Source: an optimization exercise on an open RTL-to-GDS flow (aim: small area, a short achievable clock period and few clock cycles per item). Production flows keep margins and buffers that such runs may drop. Where RTL was checked, it was by simulation tests only, not by an equivalence proof against the original. No activity file was given, so power comes from the tool's default toggle rates.

==> job 8726 <==
## call_arbiter
module call_arbiter (
    input  wire                                  clk,
    input  wire                                  rstn,
    input  wire  [8-1:0]               call_vld_i,
    input  wire  [8*($clog2(4) + $clog2(4) + 1 + 16 + 2 * 16)-1:0]     call_req_i,
    output logic [8-1:0]               call_rdy_o,
    input  wire  [4-1:0]              child_rdy_i,
    output logic                                 call_vld_o,
    output logic [($clog2(8) + ($clog2(4) + $clog2(4) + 1 + 16 + 2 * 16))-1:0]                 call_o
);
==> module call_arbiter, before the edit <==
module call_arbiter (
    input  wire                                  clk,
    input  wire                                  rstn,
    input  wire  [8-1:0]               call_vld_i,
    input  wire  [8*($clog2(4) + $clog2(4) + 1 + 16 + 2 * 16)-1:0]     call_req_i,
    output logic [8-1:0]               call_rdy_o,
    input  wire  [4-1:0]              child_rdy_i,
    output logic                                 call_vld_o,
    output logic [($clog2(8) + ($clog2(4) + $clog2(4) + 1 + 16 + 2 * 16))-1:0]                 call_o
);
    localparam int NP = 8;
    logic [NP-1:0]          elig;
    logic [NP-1:0]          grant;
    logic [NP-1:0]          mask;
    logic [NP-1:0]          hi;
    logic [($clog2(8) + ($clog2(4) + $clog2(4) + 1 + 16 + 2 * 16))-1:0]   sel;
    always_comb begin
        for (int p = 0; p < NP; p++) begin
            elig[p] = call_vld_i[p] &
                      child_rdy_i[call_req_i[p*($clog2(4) + $clog2(4) + 1 + 16 + 2 * 16) + (($clog2(4) + $clog2(4) + 1 + 16 + 2 * 16) - $clog2(4)) +: $clog2(4)]];
        end
    end
    always_comb begin
        hi    = elig & mask;
        grant = '0;
        if (hi != '0) begin
            grant = hi & (~hi + 1'b1);
        end else begin
            grant = elig & (~elig + 1'b1);
        end
    end
    assign call_rdy_o = grant;
    always_comb begin
        sel = '0;
        for (int p = 0; p < NP; p++) begin
            sel = sel | ({($clog2(8) + ($clog2(4) + $clog2(4) + 1 + 16 + 2 * 16)){grant[p]}} &
                         {$clog2(8)'(p), call_req_i[p*($clog2(4) + $clog2(4) + 1 + 16 + 2 * 16) +: ($clog2(4) + $clog2(4) + 1 + 16 + 2 * 16)]});
        end
    end
    always_ff @(posedge clk or negedge rstn) begin
        if (!rstn) begin
            call_vld_o <= 1'b0;
            mask       <= '1;
        end else begin
            call_vld_o <= elig != '0;
            if (elig != '0) begin
                mask <= ~((grant << 1) - 1'b1);
            end
        end
    end
    always_ff @(posedge clk) begin
        call_o <= sel;
    end
endmodule
Settings: LEC_CHECK=0, CAP_MARGIN=20, CORE_MARGIN=2, CORE_UTILIZATION=40, SLEW_MARGIN=20; clock period 4.0 ns.
run.sh (not shown) runs the stock make flow with config.mk's settings and CLKGATE_MAP_FILE= SYNTH_SCRIPT=/design/flow/synth_recipe.tcl, a recipe that flattens the netlist after the stock synthesis.
==> job 9285 (differences from job 8726) <==
==> flow/design.v (replaced) <==
`timescale 1ns/100ps
`default_nettype none
module rr_picker (
    input  wire  [8-1:0]               call_vld_i,
    input  wire  [8*$clog2(4)-1:0]   child_i,
    input  wire  [4-1:0]              child_rdy_i,
    input  wire  [8-1:0]               mask_i,
    output logic                                 any_o,
    output logic [8-1:0]               grant_o
);
    localparam int NP = 8;
    logic [NP-1:0] elig;
    logic [NP-1:0] kill;
    logic [4-1:0] dec [NP];
    always_comb begin
        for (int p = 0; p < NP; p++) begin
            for (int c = 0; c < 4; c++) begin
                dec[p][c] = call_vld_i[p] & (child_i[p*$clog2(4) +: $clog2(4)] == $clog2(4)'(c));
            end
            elig[p] = (dec[p] & child_rdy_i) != '0;
        end
    end
    always_comb begin
        for (int p = 0; p < NP; p++) begin
            kill[p] = 1'b0;
            for (int q = 0; q < NP; q++) begin
                if (q < p) begin
                    kill[p] = kill[p] | (elig[q] & ~(~mask_i[q] & mask_i[p]));
                end else if (q > p) begin
                    kill[p] = kill[p] | (elig[q] & mask_i[q] & ~mask_i[p]);
                end
            end
            grant_o[p] = elig[p] & ~kill[p];
        end
    end
    assign any_o = elig != '0;
endmodule
`default_nettype wire
`timescale 1ns/100ps
`default_nettype none
module call_arbiter (
    input  wire                                  clk,
    input  wire                                  rstn,
    input  wire  [8-1:0]               call_vld_i,
    input  wire  [8*($clog2(4) + $clog2(4) + 1 + 16 + 2 * 16)-1:0]     call_req_i,
    output logic [8-1:0]               call_rdy_o,
    input  wire  [4-1:0]              child_rdy_i,
    output logic                                 call_vld_o,
    output logic [($clog2(8) + ($clog2(4) + $clog2(4) + 1 + 16 + 2 * 16))-1:0]                 call_o
);
    localparam int NP = 8;
    logic [NP*$clog2(4)-1:0]  child;
    logic [NP-1:0]              grant;
    logic                       any;
    logic [NP-1:0]              mask;
    logic [NP-1:0]              mask_next;
    logic [($clog2(8) + ($clog2(4) + $clog2(4) + 1 + 16 + 2 * 16))-1:0]       sel;
    always_comb begin
        for (int p = 0; p < NP; p++) begin
            child[p*$clog2(4) +: $clog2(4)] =
                call_req_i[p*($clog2(4) + $clog2(4) + 1 + 16 + 2 * 16) + (($clog2(4) + $clog2(4) + 1 + 16 + 2 * 16) - $clog2(4)) +: $clog2(4)];
        end
    end
    rr_picker i_pick_rdy (
        .call_vld_i (call_vld_i),
        .child_i    (child),
        .child_rdy_i(child_rdy_i),
        .mask_i     (mask),
        .any_o      (),
        .grant_o    (call_rdy_o)
    );
    rr_picker i_pick (
        .call_vld_i (call_vld_i),
        .child_i    (child),
        .child_rdy_i(child_rdy_i),
        .mask_i     (mask),
        .any_o      (any),
        .grant_o    (grant)
    );
    always_comb begin
        sel = '0;
        for (int p = 0; p < NP; p++) begin
            sel = sel | ({($clog2(8) + ($clog2(4) + $clog2(4) + 1 + 16 + 2 * 16)){grant[p]}} &
                         {$clog2(8)'(p), call_req_i[p*($clog2(4) + $clog2(4) + 1 + 16 + 2 * 16) +: ($clog2(4) + $clog2(4) + 1 + 16 + 2 * 16)]});
        end
    end
    always_comb begin
        for (int q = 0; q < NP; q++) begin
            mask_next[q] = 1'b0;
            for (int p = 0; p < q; p++) begin
                mask_next[q] = mask_next[q] | grant[p];
            end
        end
    end
    always_ff @(posedge clk or negedge rstn) begin
        if (!rstn) begin
            call_vld_o <= 1'b0;
            mask       <= '0;
        end else begin
            call_vld_o <= any;
            if (any) begin
                mask <= mask_next;
            end
        end
    end
    always_ff @(posedge clk) begin
        call_o <= sel;
    end
endmodule
`default_nettype wire
==> flow/flow/run.sh (new file) <==
#!/bin/bash
# standard layout, but with plain buffers on the ports instead of the delay
# cells buffer_ports picks by default
set -euo pipefail
export BUFFER_PORTS_ARGS="-buffer_cell sky130_fd_sc_hd__buf_1"
bash standard.sh > flow_make.log 2>&1
==> flow/standard.sh (new file) <==
#!/bin/bash
# synth_recipe.tcl (not shown) runs the flow's synth.tcl, then flattens the netlist and writes it again
# the make line also repeats each setting of config.mk as NAME=value (left out here)
make -C /OpenROAD-flow-scripts/flow DESIGN_CONFIG=/design/flow/config.mk WORK_HOME=/design/flow/orfs CLKGATE_MAP_FILE= SYNTH_SCRIPT=/design/flow/synth_recipe.tcl "${@:-finish}"
--- a/flow/config.mk
+++ b/flow/config.mk
@@ -8,4 +8,6 @@
 export CAP_MARGIN = 20
-export CORE_MARGIN = 2
-export CORE_UTILIZATION = 40
+export CORE_AREA = 2.5 2.5 177.5 177.5
+export DIE_AREA = 0 0 180 180
+export SETUP_SLACK_MARGIN = 1.0
 export SLEW_MARGIN = 20
+export SYNTH_HIERARCHICAL = 1
removed: flow/run.sh
==> flow_summary.html <==
<table>
<tr><th>Metric</th><th>Value</th></tr>
<tr><th colspan="2">Die</th></tr>
<tr><td>Initial cell density of the core</td><td>40.57%</td></tr>
<tr><td>Floorplan die width</td><td>105.4 µm</td></tr>
<tr><th colspan="2">Outcome</th></tr>
<tr><td>Stage where the flow stopped</td><td>3_2_place_iop</td></tr>
<tr><td>Error Message</td><td>[ERROR PPL-0024] Number of IO pins (503) exceeds maximum number of available positions (374). Increase the die perimeter from 421.60um to 684.08um.</td></tr>
<tr><td>Outcome</td><td>stopped before the end</td></tr>
<tr><th colspan="2">Synthesis</th></tr>
<tr><td>Largest area contributor in the netlist</td><td>dfxtp_1</td></tr>
<tr><td>Count of flip-flops with a built-in enable after synthesis</td><td>0</td></tr>
<tr><td>Synth top area share</td><td>27.26%</td></tr>
</table>
The numbers above come from job 8726.

==> flow_summary.html <==
<table>
<tr><th>Metric</th><th>Value</th></tr>
<tr><th colspan="2">Finish</th></tr>
<tr><td>Share of layout cells above drive strength 1</td><td>14.45%</td></tr>
<tr><td>Filler cells</td><td>3342</td></tr>
<tr><td>Layout clock buffer count</td><td>11</td></tr>
<tr><th colspan="2">Die</th></tr>
<tr><td>Vertical extent of the die</td><td>180 µm</td></tr>
<tr><td>Initial cell density of the core</td><td>15.89%</td></tr>
<tr><td>Floorplan die width</td><td>180 µm</td></tr>
<tr><td>I/O pins</td><td>503</td></tr>
<tr><th colspan="2">Outcome</th></tr>
<tr><td>Outcome</td><td>complete, no violations</td></tr>
<tr><th colspan="2">Routing</th></tr>
<tr><td>Remaining antenna violation count</td><td>0</td></tr>
<tr><th colspan="2">Place</th></tr>
<tr><td>Final weighted congestion of routability-driven global placement</td><td>1.037</td></tr>
</table>
The numbers above come from job 9285.

Testbench counts of job 8726, summed over its fixed seeds: cycles 3,319, calls 3,072.
Only the layout flow was run in job 9285; the RTL was not checked for function there.


==> inputs of v33 <==
call_arbiter, a different RTL version from the one above (not shown whole).
==> module call_arbiter, before the edit <==
module call_arbiter (
    input  wire                                  clk,
    input  wire                                  rstn,
    input  wire  [8-1:0]               call_vld_i,
    input  wire  [8*($clog2(4) + $clog2(4) + 1 + 16 + 2 * 16)-1:0]     call_req_i,
    output logic [8-1:0]               call_rdy_o,
    input  wire  [4-1:0]              child_rdy_i,
    output logic                                 call_vld_o,
    output logic [($clog2(8) + ($clog2(4) + $clog2(4) + 1 + 16 + 2 * 16))-1:0]                 call_o
);
    localparam int NP = 8;
    logic [NP*$clog2(4)-1:0]  child;
    logic [NP-1:0]              grant;
    logic                       any;
    logic [NP-1:0]              mask;
    logic [NP-1:0]              mask_next;
    logic [($clog2(8) + ($clog2(4) + $clog2(4) + 1 + 16 + 2 * 16))-1:0]       sel;
    always_comb begin
        for (int p = 0; p < NP; p++) begin
            child[p*$clog2(4) +: $clog2(4)] =
                call_req_i[p*($clog2(4) + $clog2(4) + 1 + 16 + 2 * 16) + (($clog2(4) + $clog2(4) + 1 + 16 + 2 * 16) - $clog2(4)) +: $clog2(4)];
        end
    end
    rr_picker i_pick (
        .call_vld_i (call_vld_i),
        .child_i    (child),
        .child_rdy_i(child_rdy_i),
        .mask_i     (mask),
        .any_o      (any),
        .grant_o    (grant)
    );
    assign call_rdy_o = grant;
    always_comb begin
        sel = '0;
        for (int p = 0; p < NP; p++) begin
            sel = sel | ({($clog2(8) + ($clog2(4) + $clog2(4) + 1 + 16 + 2 * 16)){grant[p]}} &
                         {$clog2(8)'(p), call_req_i[p*($clog2(4) + $clog2(4) + 1 + 16 + 2 * 16) +: ($clog2(4) + $clog2(4) + 1 + 16 + 2 * 16)]});
        end
    end
    always_comb begin
        for (int q = 0; q < NP; q++) begin
            mask_next[q] = 1'b0;
            for (int p = 0; p < q; p++) begin
                mask_next[q] = mask_next[q] | grant[p];
            end
        end
    end
    always_ff @(posedge clk or negedge rstn) begin
        if (!rstn) begin
            call_vld_o <= 1'b0;
            mask       <= '0;
        end else begin
            call_vld_o <= any;
            if (any) begin
                mask <= mask_next;
            end
        end
    end
    always_ff @(posedge clk) begin
        call_o <= sel;
    end
endmodule
==> flow/config.mk <==
export PLATFORM = sky130hd
export DESIGN_NAME = call_arbiter
export DESIGN_NICKNAME = call_arbiter
export VERILOG_FILES = /design/flow/design.v
export SDC_FILE = /design/flow/constraint.sdc
export NUM_CORES = 4
export LEC_CHECK = 0
export CAP_MARGIN = 20
export CORE_AREA = 2.5 2.5 169.5 169.5
export CTS_BUF_LIST = sky130_fd_sc_hd__clkbuf_8
export DIE_AREA = 0 0 172 172
export PLACE_DENSITY = 0.45
export SETUP_SLACK_MARGIN = 1.3
export SLEW_MARGIN = 20
export SYNTH_HIERARCHICAL = 1
export TNS_END_PERCENT = 0
==> flow/constraint.sdc <==
create_clock -name core_clock -period 4.0 [get_ports {clk}]
set_input_delay 0.8000 -clock core_clock [delete_from_list [all_inputs] [get_ports {clk}]]
set_output_delay 0.8000 -clock core_clock [all_outputs]
set_load 0.01 [all_outputs]
standard.sh (not shown) runs the stock make flow with config.mk's settings and CLKGATE_MAP_FILE= SYNTH_SCRIPT=/design/flow/synth_recipe.tcl, a recipe that flattens the netlist after the stock synthesis.
==> flow/flow/run.sh <==
#!/bin/bash
# The standard layout (standard.sh), with two changes:
# - synthesis maps the rr_picker module (the pick behind call_rdy_o and
#   call_o) with a delay-oriented ABC script, see my_synth.tcl; all else as
#   standard
# - port buffers are plain buf_1 cells instead of the delay cells that
#   buffer_ports picks by default
set -euo pipefail
export BUFFER_PORTS_ARGS="-buffer_cell sky130_fd_sc_hd__buf_1"
sed "s#SYNTH_SCRIPT=[^ ]*#SYNTH_SCRIPT=$PWD/flow/my_synth.tcl#" standard.sh > own_standard.sh
grep -q "SYNTH_SCRIPT=$PWD/flow/my_synth.tcl" own_standard.sh
bash own_standard.sh > flow_make.log 2>&1
==> flow/flow/fast.script <==
strash
dch
map -p
mfs2
strash
dch
map -p
buffer -c
topo
stime -c
upsize -c
dnsize -c
==> flow/flow/my_synth.tcl <==
# The standard synthesis (synth_recipe.tcl, sourced unchanged), except that
# ABC first maps the round-robin pick module (rr_picker, which drives
# call_rdy_o and the call_o multiplexer) with a delay-oriented script; the
# second call then maps the rest as the standard synthesis does
set own_dir [file dirname [file normalize [info script]]]
set fast_script [file join $own_dir fast.script]
proc abc {args} {
  set i [lsearch -exact $args -script]
  set fast_args [lreplace $args [expr {$i + 1}] [expr {$i + 1}] $::fast_script]
  yosys abc {*}$fast_args rr_picker
  yosys abc {*}$args
}
source [file join [file dirname $own_dir] synth_recipe.tcl]
==> v19: changes against v33 <==
--- a/flow/flow/run.sh
+++ b/flow/flow/run.sh
@@ -7,4 +7,6 @@
 #   buffer_ports picks by default
+# - the pick's ports are placed together, see io.tcl
 set -euo pipefail
 export BUFFER_PORTS_ARGS="-buffer_cell sky130_fd_sc_hd__buf_1"
+export IO_CONSTRAINTS="$PWD/flow/io.tcl"
 sed "s#SYNTH_SCRIPT=[^ ]*#SYNTH_SCRIPT=$PWD/flow/my_synth.tcl#" standard.sh > own_standard.sh
==> flow/flow/io.tcl (new file) <==
# keep the ports of the pick (offers, child bits, child readiness and
# call_rdy_o) together on one stretch of the bottom edge, so the path from
# them through the pick back to call_rdy_o stays short
set_io_pin_constraint -region bottom:50-120 -pin_names [list \
    {call_vld_i[0]} \
    {call_vld_i[1]} \
    {call_vld_i[2]} \
    {call_vld_i[3]} \
    {call_vld_i[4]} \
    {call_vld_i[5]} \
    {call_vld_i[6]} \
    {call_vld_i[7]} \
    {child_rdy_i[0]} \
    {child_rdy_i[1]} \
    {child_rdy_i[2]} \
    {child_rdy_i[3]} \
    {call_rdy_o[0]} \
    {call_rdy_o[1]} \
    {call_rdy_o[2]} \
    {call_rdy_o[3]} \
    {call_rdy_o[4]} \
    {call_rdy_o[5]} \
    {call_rdy_o[6]} \
    {call_rdy_o[7]} \
    {call_req_i[51]} \
    {call_req_i[52]} \
    {call_req_i[104]} \
    {call_req_i[105]} \
    {call_req_i[157]} \
    {call_req_i[158]} \
    {call_req_i[210]} \
    {call_req_i[211]} \
    {call_req_i[263]} \
    {call_req_i[264]} \
    {call_req_i[316]} \
    {call_req_i[317]} \
    {call_req_i[369]} \
    {call_req_i[370]} \
    {call_req_i[422]} \
    {call_req_i[423]} \
]
--- a/flow/config.mk
+++ b/flow/config.mk
@@ -11,3 +11,2 @@
 export DIE_AREA = 0 0 172 172
-export PLACE_DENSITY = 0.45
 export SETUP_SLACK_MARGIN = 1.3
==> v29: changes against v33 <==
--- a/flow/design.v
+++ b/flow/design.v
@@ -3,2 +3,42 @@
 module rr_picker (
+    input  wire  [8-1:0]               call_vld_i,
+    input  wire  [8*$clog2(4)-1:0]   child_i,
+    input  wire  [4-1:0]              child_rdy_i,
+    input  wire  [8-1:0]               mask_i,
+    output logic                                 any_o,
+    output logic [8-1:0]               grant_o
+);
+    localparam int NP = 8;
+    logic [NP-1:0] elig;
+    logic [NP-1:0] kill;
+    logic [NP-1:0] mask;
+    assign mask = {mask_i[NP-1:1], 1'b0};
+    logic [4-1:0] dec [NP];
+    always_comb begin
+        for (int p = 0; p < NP; p++) begin
+            for (int c = 0; c < 4; c++) begin
+                dec[p][c] = call_vld_i[p] & (child_i[p*$clog2(4) +: $clog2(4)] == $clog2(4)'(c));
+            end
+            elig[p] = (dec[p] & child_rdy_i) != '0;
+        end
+    end
+    always_comb begin
+        for (int p = 0; p < NP; p++) begin
+            kill[p] = 1'b0;
+            for (int q = 0; q < NP; q++) begin
+                if (q < p) begin
+                    kill[p] = kill[p] | (elig[q] & ~(~mask[q] & mask[p]));
+                end else if (q > p) begin
+                    kill[p] = kill[p] | (elig[q] & mask[q] & ~mask[p]);
+                end
+            end
+            grant_o[p] = elig[p] & ~kill[p];
+        end
+    end
+    assign any_o = elig != '0;
+endmodule
+`default_nettype wire
+`timescale 1ns/100ps
+`default_nettype none
+module call_dispatch (
     input  wire  [8-1:0]               call_vld_i,
@@ -65,3 +105,11 @@
     end
-    rr_picker i_pick (
+    rr_picker i_pick_rdy (
+        .call_vld_i (call_vld_i),
+        .child_i    (child),
+        .child_rdy_i(child_rdy_i),
+        .mask_i     (mask),
+        .any_o      (),
+        .grant_o    (call_rdy_o)
+    );
+    call_dispatch i_pick (
         .call_vld_i (call_vld_i),
@@ -73,3 +121,2 @@
     );
-    assign call_rdy_o = grant;
     always_comb begin
--- a/flow/flow/run.sh
+++ b/flow/flow/run.sh
@@ -2,5 +2,5 @@
 # The standard layout (standard.sh), with two changes:
-# - synthesis maps the rr_picker module (the pick behind call_rdy_o and
-#   call_o) with a delay-oriented ABC script, see my_synth.tcl; all else as
-#   standard
+# - synthesis maps the rr_picker and call_dispatch modules (the picks behind
+#   call_rdy_o and call_o) with a delay-oriented ABC script, see my_synth.tcl;
+#   all else as standard
 # - port buffers are plain buf_1 cells instead of the delay cells that
==> flow/flow/my_synth.tcl (replaced) <==
# The standard synthesis (synth_recipe.tcl, sourced unchanged), except that
# ABC first maps the two round-robin pick modules (rr_picker, which drives
# call_rdy_o, and call_dispatch, which drives call_o) with a delay-oriented
# script; the second call then maps the rest as the standard synthesis does
set own_dir [file dirname [file normalize [info script]]]
set fast_script [file join $own_dir fast.script]
proc abc {args} {
  set i [lsearch -exact $args -script]
  set fast_args [lreplace $args [expr {$i + 1}] [expr {$i + 1}] $::fast_script]
  foreach m {rr_picker call_dispatch} {
    yosys abc {*}$fast_args $m
  }
  yosys abc {*}$args
}
source [file join [file dirname $own_dir] synth_recipe.tcl]
--- a/flow/config.mk
+++ b/flow/config.mk
@@ -8,6 +8,4 @@
 export CAP_MARGIN = 20
-export CORE_AREA = 2.5 2.5 169.5 169.5
-export CTS_BUF_LIST = sky130_fd_sc_hd__clkbuf_8
-export DIE_AREA = 0 0 172 172
-export PLACE_DENSITY = 0.45
+export CORE_AREA = 2.5 2.5 177.5 177.5
+export DIE_AREA = 0 0 180 180
 export SETUP_SLACK_MARGIN = 1.3
==> metrics.md <==
| Metric | Value |
|---|---|
| Outcome | timing/DRC/antenna clean |
| Flop+latch power | 1160 uW |
| Multi-input logic area | 3450 sq um |
| Fmax achieved | 0.356 GHz |
| Syn Inst Count | 624 |
| Fraction of layout cells with a size suffix above 1 | 0.122 |
| Wire length on met2 | 16,800 um |
| Critical Path AT | 2.01 ns |
| Cell row count | 64 |
| CP delay by family, top | buffers and inverters |
| Finished Layout Cells | 1,528 |
| Antenna Cells | 8 |
| Crit path depth | 8 |
| Layout Skew | 0.00938 ns |
| Crit path launch | call_vld_i[5] |
| Hold slack | 0.384 ns |
| Avg WL per Cell | 23.8 um |
| Final RePlAce weighted congestion | 0.979 |
| Share of power burned in registers | 0.298 |
The numbers above come from v29.

==> metrics.md <==
| Metric | Value |
|---|---|
| Layout Skew | 0.0153 ns |
| Finished Layout Cells | 1,389 |
| Crit path depth | 9 |
| Avg WL per Cell | 20.4 um |
| Crit path launch | call_req_i[51] |
| Flop+latch power | 1100 uW |
| Fraction of layout cells with a size suffix above 1 | 0.104 |
| Syn Inst Count | 514 |
| Outcome | timing/DRC/antenna clean |
| Final RePlAce weighted congestion | 0.855 |
The numbers above come from v19.

==> metrics.md <==
| Metric | Value |
|---|---|
| Outcome | timing/DRC/antenna clean |
| Wire length on met2 | 14,400 um |
| Fraction of layout cells with a size suffix above 1 | 0.105 |
| Cell row count | 61 |
| Finished Layout Cells | 1,393 |
| Hold slack | 0.343 ns |
| Final RePlAce weighted congestion | 0.887 |
| Layout Skew | 0.00979 ns |
| Share of power burned in registers | 0.315 |
| Crit path launch | child_rdy_i[2] |
| Avg WL per Cell | 20.8 um |
| Syn Inst Count | 514 |
| CP delay by family, top | buffers and inverters |
| Multi-input logic area | 2880 sq um |
The numbers above come from v33.

Testbench counts of v33, summed over its fixed seeds: cycles 3,319, calls 3,072.
Testbench counts of v19, summed over its fixed seeds: cycles 3,319, calls 3,072.
Testbench counts of v29, summed over its fixed seeds: cycles 3,319, calls 3,072.

[separate check: timing with driven ports]
Ports are ideal in the flow. The routed layouts listed here were re-timed in OpenROAD.
Step 1 (the two cells are an assumption about what drives the block):
set clk [get_ports {clk}]
set_driving_cell -lib_cell sky130_fd_sc_hd__clkbuf_16 $clk
set_driving_cell -lib_cell sky130_fd_sc_hd__buf_2 [delete_from_list [all_inputs] $clk]
Step 2 also shifts input and output timing later by t, the mid clock arrival at the registers, as if the neighbouring blocks saw the same clock.
Slacks: ideal ports / drivers / drivers and shift; pairs: ideal ports / drivers.
run | t, ns | setup WS [ns] | latest minus earliest clock arrival (ns) | slew at the worst register clock pin (ns) | cell pins on the clock port's net
job 9285 | 0.385 | 0.698 / 0.652 / 0.624 | 0.008 / 0.009 | 0.06 / 0.06 | 1
v33 | 0.396 | 1.055 / 1.002 / 0.715 | 0.012 / 0.013 | 0.09 / 0.09 | 1
v19 | 0.386 | 1.124 / 1.095 / 0.859 | 0.020 / 0.020 | 0.09 / 0.09 | 1
v29 | 0.380 | 1.190 / 1.113 / 0.942 | 0.012 / 0.012 | 0.07 / 0.07 | 1
After both steps setup and hold are still met in every run listed. The setup slack of v33, which loses most, moves by -0.053 ns with the drivers and by -0.340 ns with both steps.
